Source: an optimization exercise on an open RTL-to-GDS flow (aim: small area, a short achievable clock period and few clock cycles per item). Production flows keep margins and buffers that such runs may drop. In this exercise RTL edits were held to simulation tests only and were not proved equivalent to the original. No activity file was given, so power comes from the tool's default toggle rates.

old:
// poolReluPE
module poolReluPE (
  input logic clock,
  input logic reset,
  input logic inValid,
  input logic [7:0] inData,
  output logic inCredit,
  output logic outValid,
  output logic [7:0] outData,
  input logic outCreditReturn
);
Size in the first run: about 2,400 cells after synthesis, roughly 740 flip-flops, roughly 22 I/O pins.
Settings: LEC_CHECK=0, CAP_MARGIN=20, CORE_MARGIN=2, CORE_UTILIZATION=65, CTS_CLUSTER_DIAMETER=60, CTS_CLUSTER_SIZE=28, PLACE_DENSITY=0.75, SLEW_MARGIN=20; clock period 15.0 ns.
standard.sh (not shown) runs the stock make flow with config.mk's settings and CLKGATE_MAP_FILE= SYNTH_SCRIPT=/design/flow/synth_recipe.tcl, a recipe that flattens the netlist after the stock synthesis.
==> flow/flow/run.sh <==
#!/bin/bash
# Standard layout, with repair_timing asked to leave extra setup slack so the
# layout runs faster than the 15 ns the clock allows (the SDC is unchanged),
# and clock tree synthesis without dummy balancing loads.
set -euo pipefail
bash standard.sh SETUP_SLACK_MARGIN=11 \
  "CTS_ARGS=-sink_clustering_enable -repair_clock_nets -sink_clustering_size 28 -sink_clustering_max_diameter 60 -dont_use_dummy_load -sink_clustering_levels 1" \
  finish > standard_flow.log 2>&1
Testbench counts of old, summed over its fixed seeds: cycles 9,996, outputs 4,525.
[inputs] new vs old
==> flow/flow/run.sh <==
#!/bin/bash
# Standard layout, with repair_timing asked to leave extra setup slack so the
# layout runs faster than the 15 ns the clock allows (the SDC is unchanged).
set -euo pipefail
bash standard.sh SETUP_SLACK_MARGIN=11 finish > standard_flow.log 2>&1
Findings:
From old to new the numbers moved as follows: global-route track usage on met3 fell by 0.65 points; power share of the sequential group went down; first-iteration DRC count decreased 0.66%; overall routing resource usage stayed essentially flat.
Launch point of the critical path = outData[0]: old; launch point of the critical path = aAddr[1]: new
Compared with old, in new final worst-path cycle share saw an increase; clock period minus worst slack rose by 140 ps; overall power consumption increased 8.9%; part of the power in the clock network grew by 5.4 points.

== the previous run ==
poolReluPE, a different RTL version from the one above (not shown whole).
For scale: about 750 flip-flops, roughly 22 I/O pins.
clock: 15.0 ns
lec_check: 0
cap_margin: 50
core_margin: 2
core_utilization: 40
slew_margin: 70
run.sh (not shown) runs the stock make flow with config.mk's settings and CLKGATE_MAP_FILE= SYNTH_SCRIPT=/design/flow/synth_recipe.tcl, a recipe that flattens the netlist after the stock synthesis.
Stock flow here: none of the scripts above is used.
Testbench counts of the previous run, summed over its fixed seeds: cycles 9,988, outputs 4,525.
#### Input delta (the current run over the previous run)
Settings: SLEW_MARGIN: 70 -> 20; CAP_MARGIN: 50 -> 20.
### Flow results
The current run: PASS, flow complete, no timing, DRC or antenna violations. Taking the previous run as the reference, in the current run post-route minimum period went up by 0.78 ns; total number of nets in the final design lower; power per cell area now sits higher; worst setup margin now sits lower.

== nickel ==
poolReluPE, a different RTL version from the one above (not shown whole).
For scale: ~2300 cells after synthesis, roughly 22 I/O pins, about 0.034 sq mm of cells after synthesis.
==> flow/config.mk <==
export PLATFORM = sky130hd
export DESIGN_NAME = poolReluPE
export DESIGN_NICKNAME = poolReluPE
export VERILOG_FILES = /design/flow/design.v
export SDC_FILE = /design/flow/constraint.sdc
export NUM_CORES = 4
export LEC_CHECK = 0
export CAP_MARGIN = 20
export CORE_MARGIN = 2
export CORE_UTILIZATION = 65
export PLACE_DENSITY = 0.75
export SLEW_MARGIN = 20
==> flow/constraint.sdc <==
create_clock -name core_clock -period 15.0 [get_ports {clock}]
set_input_delay 3.0000 -clock core_clock [delete_from_list [all_inputs] [get_ports {clock}]]
set_output_delay 3.0000 -clock core_clock [all_outputs]
set_load 0.01 [all_outputs]
standard.sh (not shown) runs the stock make flow with config.mk's settings and CLKGATE_MAP_FILE= SYNTH_SCRIPT=/design/flow/synth_recipe.tcl, a recipe that flattens the netlist after the stock synthesis.
==> flow/flow/run.sh <==
#!/bin/bash
# Standard layout, with repair_timing asked to leave extra setup slack so the
# layout runs faster than the 15 ns the clock allows (the SDC is unchanged).
set -euo pipefail
bash standard.sh SETUP_SLACK_MARGIN=11 finish > standard_flow.log 2>&1
nickel was carried through to the last stage, and its layout satisfied the timing, design-rule and antenna checks.
Testbench counts of nickel, summed over its fixed seeds: cycles 9,996, outputs 4,525.
Changes in ember relative to nickel:
Settings: removing PLACE_DENSITY (formerly 0.75); changing CAP_MARGIN from 20 to 50; changing SLEW_MARGIN from 20 to 70; changing CORE_UTILIZATION from 65 to 40.
==> flow/run.sh (new file) <==
#!/bin/bash
# synth_recipe.tcl (not shown) runs the flow's synth.tcl, then flattens the netlist and writes it again
# the make line also repeats each setting of config.mk as NAME=value (left out here)
make -C /OpenROAD-flow-scripts/flow DESIGN_CONFIG=/design/flow/config.mk WORK_HOME=/design/flow/orfs CLKGATE_MAP_FILE= SYNTH_SCRIPT=/design/flow/synth_recipe.tcl finish
removed: flow/flow/run.sh
removed: flow/standard.sh
==> comparison <==
- Of ember and nickel, the higher area added between synthesis and finish belongs to ember.
- nickel → ember: met1 track demand over resource dropped 20 points, final wirelength moved down.
Edits applied to the flow inputs when going from ember to yarrow:
Settings: SLEW_MARGIN changed from 70 to 20; CAP_MARGIN changed from 50 to 20.
## What came out
- yarrow went all the way through the flow, and no timing, DRC or antenna check failed.
- Number of signal-net buffers in the layout: yarrow vs ember down 49
- Going from ember to yarrow, standby leakage power went down; total power +0.071 mW; met1 layer wirelength in the final routing went down; combinational power share went down.

Another version of the RTL of poolReluPE (not shown whole).
For scale: about 2400 cells after synthesis, roughly 750 flip-flops, roughly 22 I/O pins, roughly 0.032 mm² of cells after synthesis.
Settings: LEC_CHECK=0, CAP_MARGIN=20, CORE_MARGIN=2, CORE_UTILIZATION=65, CTS_CLUSTER_DIAMETER=60, CTS_CLUSTER_SIZE=28, PLACE_DENSITY=0.75, SLEW_MARGIN=20; clock period 15.0 ns.
==> flow/flow/run.sh <==
#!/bin/bash
# Standard layout, with repair_timing asked to leave extra setup slack so the
# layout runs faster than the 15 ns the clock allows (the SDC is unchanged).
set -euo pipefail
bash standard.sh SETUP_SLACK_MARGIN=11.4 finish > standard_flow.log 2>&1
Testbench counts at the start, summed over its fixed seeds: cycles 9,996, outputs 4,525.
Then changed:
--- a/flow/flow/run.sh
+++ b/flow/flow/run.sh
@@ -4,2 +4,2 @@
 set -euo pipefail
-bash standard.sh SETUP_SLACK_MARGIN=11.4 finish > standard_flow.log 2>&1
+bash standard.sh SETUP_SLACK_MARGIN=11 finish > standard_flow.log 2>&1
Result:
- The new run ran to the end with no violations
- routed wire length goes down by a few percent
- utilization goes down by 1.1 points
- combinational power goes down by a few percent
- total power goes down slightly
- hold slack gets worse by 0.019 ns
- clock power goes down by a few percent
- cell count goes down slightly
- register-to-register slack gets worse by 0.22 ns
- count of clock-buffer cells in the layout goes down by 3
- non-clock buffer count goes down by 41
- die area is unchanged

## rev 12
The RTL this note starts from:
==> flow/design.v <==
package peTypes;
  localparam int dataWidth = 8;
  localparam int bufferDepth = 256;
  localparam int addressWidth = 8;
  localparam int requesterCount = 4;
  localparam logic [addressWidth-1:0] outputBase = 8'd128;
  localparam logic [dataWidth-1:0] opPool = 8'd2;
  localparam logic [dataWidth-1:0] opRelu = 8'd3;
  localparam int inputCredits = 2;
  localparam int outputCredits = 4;
  localparam logic signed [dataWidth-1:0] mostNegative = 8'sh80;
  typedef struct packed {
    logic valid;
    logic [dataWidth-1:0] data;
  } streamByte;
  typedef struct packed {
    logic valid;
    logic write;
    logic [addressWidth-1:0] address;
    logic [dataWidth-1:0] data;
  } bufferRequest;
  typedef struct packed {
    logic [7:0] opcode;
    logic [7:0] channels;
    logic [7:0] outRows;
    logic [7:0] outCols;
    logic [7:0] windowRows;
    logic [7:0] windowCols;
    logic [7:0] rowStride;
    logic [7:0] colStride;
    logic [15:0] inRows;
    logic [15:0] inCols;
    logic [15:0] inputSize;
    logic [15:0] outputSize;
  } layerConfig;
endpackage
`timescale 1ns/1ps
module poolReluPE (
  input logic clock,
  input logic reset,
  input logic inValid,
  input logic [7:0] inData,
  output logic inCredit,
  output logic outValid,
  output logic [7:0] outData,
  input logic outCreditReturn
);
  logic hv, tv;
  logic [7:0] hd, td;
  logic pop;
  logic [7:0] x;
  assign x = hd;
  always_ff @(posedge clock) begin
    if (reset) begin
      hv <= 1'b0;
      tv <= 1'b0;
      inCredit <= 1'b0;
    end else begin
      inCredit <= pop;
      if (pop) begin
        hv <= tv || inValid;
        tv <= tv && inValid;
      end else if (!hv) begin
        hv <= inValid;
      end else if (inValid) begin
        tv <= 1'b1;
      end
    end
  end
  always_ff @(posedge clock) begin
    if (pop) begin
      hd <= tv ? td : inData;
    end else if (!hv) begin
      hd <= inData;
    end
    if (inValid && (pop ? tv : hv)) begin
      td <= inData;
    end
  end
  typedef enum logic [1:0] {
    waitOpcode,
    readDims,
    streamData
  } parserState;
  parserState state;
  logic isRelu;
  logic [2:0] dimIndex;
  logic [6:0] oRM1, oCM1, wRM1, wCM1, sRM1, sCM1;
  logic fast;
  logic lastDim;
  logic [6:0] xM1;
  assign xM1 = 7'(x - 8'd1);
  assign lastDim = isRelu ? dimIndex == 3'd2 : dimIndex == 3'd6;
  logic [6:0] rLoLeft, rHiLeft, rPd, rCd;
  logic [6:0] cLo, cHi, cPd, cCd;
  logic rOpen, cOpen;
  logic [6:0] chanLeft;
  logic [5:0] rowBase;
  logic slotLo, slotHi;
  logic rowOpens, rowCloses, rowCovered, rowEnd;
  logic colOpens, colCloses, colCovered, colEnd;
  logic chanEnd;
  assign rowOpens = rOpen;
  assign rowCloses = rCd == 7'd0;
  assign rowCovered = rLoLeft >= rHiLeft;
  assign rowEnd = rowCloses && rLoLeft == 7'd0;
  assign colOpens = cOpen;
  assign colCloses = cCd == 7'd0;
  assign colCovered = cLo <= cHi;
  assign colEnd = colCloses && cLo == oCM1;
  assign chanEnd = chanLeft == 7'd0;
  logic signed [7:0] acc [2];
  logic signed [7:0] accMax [2];
  logic signed [7:0] hval;
  logic signed [7:0] xs;
  assign xs = (isRelu && x[7]) ? 8'sd0 : x;
  always_comb begin
    for (int j = 0; j < 2; j++) begin
      accMax[j] = (xs > acc[j]) ? xs : acc[j];
    end
  end
  assign hval = (wCM1 == 7'd0) ? xs : accMax[slotLo];
  logic [5:0] pk;           
  logic [6:0] pc;
  logic slowLastPc;
  logic wantItem;
  logic byteDone;
  logic loadItem;
  logic aReady;
  logic dataByte;
  assign pc = fast ? cLo : cLo + 7'(pk);
  assign slowLastPc = pc == cHi;
  assign dataByte = state == streamData && hv;
  assign wantItem = rowCovered && (fast ? colCloses : colCovered);
  assign loadItem = dataByte && wantItem && aReady;
  assign byteDone = !wantItem || (aReady && (fast || slowLastPc));
  assign pop = hv && (state != streamData || byteDone);
  logic aV;
  logic signed [7:0] aVal;
  logic [5:0] aAddr;
  logic [5:0] aCnt;
  logic aFirst;
  logic aLast;
  logic aGo;
  logic bV;
  logic signed [7:0] bVal;
  logic signed [7:0] bOld;
  logic [5:0] bAddr;
  logic bFirst;
  logic bLast;
  logic bGo;
  logic bWrite;
  logic signed [7:0] newv;
  logic [2:0] credits;
  logic signed [7:0] mem [64];
  logic signed [7:0] rdData;
  always_comb begin
    rdData = '0;
    for (int i = 0; i < 64; i++) begin
      rdData = rdData | (mem[i] & {8{aAddr == 6'(i)}});
    end
  end
  assign bGo = bV && (!bLast || credits != 3'd0);
  assign bWrite = bGo && !bLast;
  assign aGo = aV && (!bV || bGo);
  assign aReady = !aV || (aGo && aCnt == 6'd0);
  always_ff @(posedge clock) begin
    if (reset) begin
      aV <= 1'b0;
    end else if (loadItem) begin
      aV <= 1'b1;
    end else if (aGo && aCnt == 6'd0) begin
      aV <= 1'b0;
    end
  end
  always_ff @(posedge clock) begin
    if (loadItem) begin
      aVal <= fast ? hval : xs;
      aAddr <= rowBase + pc[5:0];
      aCnt <= 6'(rLoLeft - rHiLeft);
      aFirst <= rowOpens && (fast || (slowLastPc && colOpens));
      aLast <= rowCloses && (fast || (pk == 6'd0 && colCloses));
    end else if (aGo) begin
      aCnt <= aCnt - 6'd1;
      aAddr <= aAddr + oCM1[5:0] + 6'd1;
      aLast <= 1'b0;
    end
  end
  assign newv = bFirst ? bVal : ((bVal > bOld) ? bVal : bOld);
  always_ff @(posedge clock) begin
    if (reset) begin
      bV <= 1'b0;
    end else if (aGo) begin
      bV <= 1'b1;
    end else if (bGo) begin
      bV <= 1'b0;
    end
  end
  always_ff @(posedge clock) begin
    if (aGo) begin
      bVal <= aVal;
      bAddr <= aAddr;
      bFirst <= aFirst && aCnt == 6'd0;
      bLast <= aLast;
      bOld <= (bWrite && bAddr == aAddr) ? newv : rdData;
    end
  end
  always_ff @(posedge clock) begin
    if (bWrite) mem[bAddr] <= newv;
  end
  always_ff @(posedge clock) begin
    outData <= newv;
  end
  always_ff @(posedge clock) begin
    if (reset) begin
      outValid <= 1'b0;
      credits <= 3'd4;
    end else begin
      outValid <= bGo && bLast;
      credits <= credits - 3'(bGo && bLast) + 3'(outCreditReturn);
    end
  end
  always_ff @(posedge clock) begin
    if (reset) begin
      state <= waitOpcode;
    end else if (pop) begin
      case (state)
        waitOpcode: begin
          if (x == 8'd2 || x == 8'd3) state <= readDims;
        end
        readDims: begin
          if (lastDim) state <= streamData;
        end
        default: begin
          if (colEnd && rowEnd && chanEnd) state <= waitOpcode;
        end
      endcase
    end
  end
  always_ff @(posedge clock) begin
    if (pop && state == waitOpcode) begin
      isRelu <= x[0];
      dimIndex <= 3'd0;
      wRM1 <= 7'd0;
      wCM1 <= 7'd0;
      sRM1 <= 7'd0;
      sCM1 <= 7'd0;
      fast <= 1'b1;
    end
    if (pop && state == readDims) begin
      dimIndex <= dimIndex + 3'd1;
      if (isRelu) begin
        case (dimIndex)
          3'd0: oRM1 <= xM1;
          3'd1: oCM1 <= xM1;
          default: ;
        endcase
      end else begin
        case (dimIndex)
          3'd0: ;
          3'd1: oRM1 <= xM1;
          3'd2: oCM1 <= xM1;
          3'd3: wRM1 <= xM1;
          3'd4: begin
            wCM1 <= xM1;
            fast <= x <= 8'd3;
          end
          3'd5: sRM1 <= xM1;
          default: sCM1 <= xM1;
        endcase
      end
    end
  end
  always_ff @(posedge clock) begin
    if (pop && state == readDims && (isRelu ? dimIndex == 3'd2 : dimIndex == 3'd0)) begin
      chanLeft <= xM1;
    end else if (pop && state == streamData && colEnd && rowEnd) begin
      chanLeft <= chanLeft - 7'd1;
    end
  end
  always_ff @(posedge clock) begin
    if ((pop && state == readDims && lastDim) ||
        (pop && state == streamData && colEnd && rowEnd)) begin
      rLoLeft <= oRM1;
      rHiLeft <= oRM1;
      rOpen <= 1'b1;
      rPd <= sRM1;
      rCd <= wRM1;
      rowBase <= 6'd0;
    end else if (pop && state == streamData && colEnd) begin
      if (rPd == 7'd0 && rHiLeft != 7'd0) begin
        rHiLeft <= rHiLeft - 7'd1;
        rOpen <= 1'b1;
        rPd <= sRM1;
      end else begin
        rOpen <= 1'b0;
        rPd <= rPd - 7'd1;
      end
      if (rowCloses) begin
        rLoLeft <= rLoLeft - 7'd1;
        rCd <= sRM1;
        rowBase <= rowBase + oCM1[5:0] + 6'd1;
      end else begin
        rCd <= rCd - 7'd1;
      end
    end
  end
  always_ff @(posedge clock) begin
    if ((pop && state == readDims && lastDim) || (pop && state == streamData && colEnd)) begin
      cLo <= 7'd0;
      cHi <= 7'd0;
      cOpen <= 1'b1;
      cPd <= (state == readDims) ? (isRelu ? 7'd0 : xM1) : sCM1;
      cCd <= wCM1;
      slotLo <= 1'b0;
      slotHi <= 1'b0;
    end else if (pop && state == streamData) begin
      if (cPd == 7'd0 && cHi != oCM1) begin
        cHi <= cHi + 7'd1;
        cOpen <= 1'b1;
        cPd <= sCM1;
        slotHi <= !slotHi;
      end else begin
        cOpen <= 1'b0;
        cPd <= cPd - 7'd1;
      end
      if (colCloses) begin
        cLo <= cLo + 7'd1;
        cCd <= sCM1;
        slotLo <= !slotLo;
      end else begin
        cCd <= cCd - 7'd1;
      end
    end
  end
  always_ff @(posedge clock) begin
    if (reset || pop) begin
      pk <= 6'd0;
    end else if (loadItem) begin
      pk <= pk + 6'd1;
    end
  end
  always_ff @(posedge clock) begin
    if (dataByte && byteDone) begin
      for (int j = 0; j < 2; j++) begin
        acc[j] <= (colOpens && slotHi == 1'(j)) ? xs : accMax[j];
      end
    end
  end
endmodule
clock: 15.0 ns
lec_check: 0
cap_margin: 20
core_margin: 2
core_utilization: 65
cts_cluster_diameter: 60
cts_cluster_size: 28
place_density: 0.75
slew_margin: 20
==> flow/flow/run.sh <==
#!/bin/bash
# Standard layout, with repair_timing asked to leave extra setup slack so the
# layout runs faster than the 15 ns the clock allows (the SDC is unchanged),
# and clock tree synthesis without dummy balancing loads.
set -euo pipefail
bash standard.sh SETUP_SLACK_MARGIN=11 \
  "CTS_ARGS=-sink_clustering_enable -repair_clock_nets -sink_clustering_size 36 -sink_clustering_max_diameter 50 -dont_use_dummy_load" \
  finish > standard_flow.log 2>&1
Rev 12 reached the end of the flow, and the finished layout is clean on the timing, design-rule and antenna checks.
Testbench counts of rev 12, summed over its fixed seeds: cycles 9,996, outputs 4,525.
#### Input delta (rev 13 over rev 12)
-- flow/flow/run.sh --
<<< rev 12, line 7
  "CTS_ARGS=-sink_clustering_enable -repair_clock_nets -sink_clustering_size 36 -sink_clustering_max_diameter 50 -dont_use_dummy_load" \
>>> rev 13, line 7
  "CTS_ARGS=-sink_clustering_enable -repair_clock_nets -sink_clustering_size 28 -sink_clustering_max_diameter 60 -dont_use_dummy_load" \
Going from rev 12 to rev 13, sequential share of layout area +0.61 points; clock network power -about 10%; routed wire length per instance ~0 delta. Per the comparison of rev 13 with rev 12, utilization lost 0.72 points, clock network contribution to total cell area lost 0.96 points. Count of clock-buffer cells in the layout | rev 13 below rev 12. Total routed wire length on the met1 layer: rev 13 < rev 12. In terms of number of non-filler instances in the completed layout, rev 12 and rev 13 differ only marginally. Per the comparison of rev 13 with rev 12, final instance area lost about 1%, clock period minus worst slack shrank by 34 ps, combinational share of power saw little to no change.

## port drivers added, routing unchanged
Ports are ideal in the flow. The routed layouts listed here were re-timed in OpenROAD.
Step 1 sets driving cells, clkbuf_16 on the clock port and buf_2 on the other inputs (assumed; they add their load-dependent delay and slew).
Step 2 adds t to the input delays and takes it off the output delays; t is the mean of the earliest and latest rising clock arrival at the registers after step 1. Input paths then give back, and output paths get back, about the clock's delay inside the block.
Three values: ideal, step 1, step 2; two values: the first two.
| run | t (ns) | setup slack, ns | hold slack, ns | latest minus earliest clock arrival (ns) | slew at the worst register clock pin (ns) |
|---|---|---|---|---|---|
| old | 0.657 | 10.974 / 10.916 / 10.417 | 0.419 / 0.419 / 0.419 | 0.051 / 0.051 | 0.10 / 0.10 |
| new | 0.674 | 10.834 / 10.834 / 10.397 | 0.419 / 0.419 / 0.419 | 0.030 / 0.030 | 0.10 / 0.10 |
| the previous run | 0.694 | 9.395 / 9.395 / 9.395 | 0.482 / 0.482 / 0.482 | 0.032 / 0.031 | 0.06 / 0.06 |
| the current run | 0.680 | 8.611 / 8.611 / 8.611 | 0.483 / 0.483 / 0.483 | 0.031 / 0.031 | 0.06 / 0.06 |
| nickel | 0.686 | 10.901 / 10.840 / 10.455 | 0.414 / 0.414 / 0.414 | 0.022 / 0.022 | 0.07 / 0.07 |
| ember | 0.691 | 10.353 / 10.285 / 10.451 | 0.418 / 0.418 / 0.418 | 0.038 / 0.038 | 0.06 / 0.06 |
| yarrow | 0.701 | 10.301 / 10.235 / 10.355 | 0.424 / 0.424 / 0.424 | 0.040 / 0.040 | 0.07 / 0.07 |
| the first run of note 4 | 0.679 | 10.933 / 10.866 / 10.892 | 0.411 / 0.411 / 0.411 | 0.045 / 0.046 | 0.10 / 0.10 |
| the second run of note 4 | 0.673 | 10.864 / 10.802 / 10.450 | 0.392 / 0.392 / 0.392 | 0.058 / 0.059 | 0.11 / 0.11 |
| rev 12 | 0.683 | 10.940 / 10.880 / 10.463 | 0.396 / 0.396 / 0.396 | 0.101 / 0.101 | 0.10 / 0.10 |
| rev 13 | 0.657 | 10.974 / 10.916 / 10.417 | 0.419 / 0.419 / 0.419 | 0.051 / 0.051 | 0.10 / 0.10 |
After both steps every run listed still meets setup and hold.
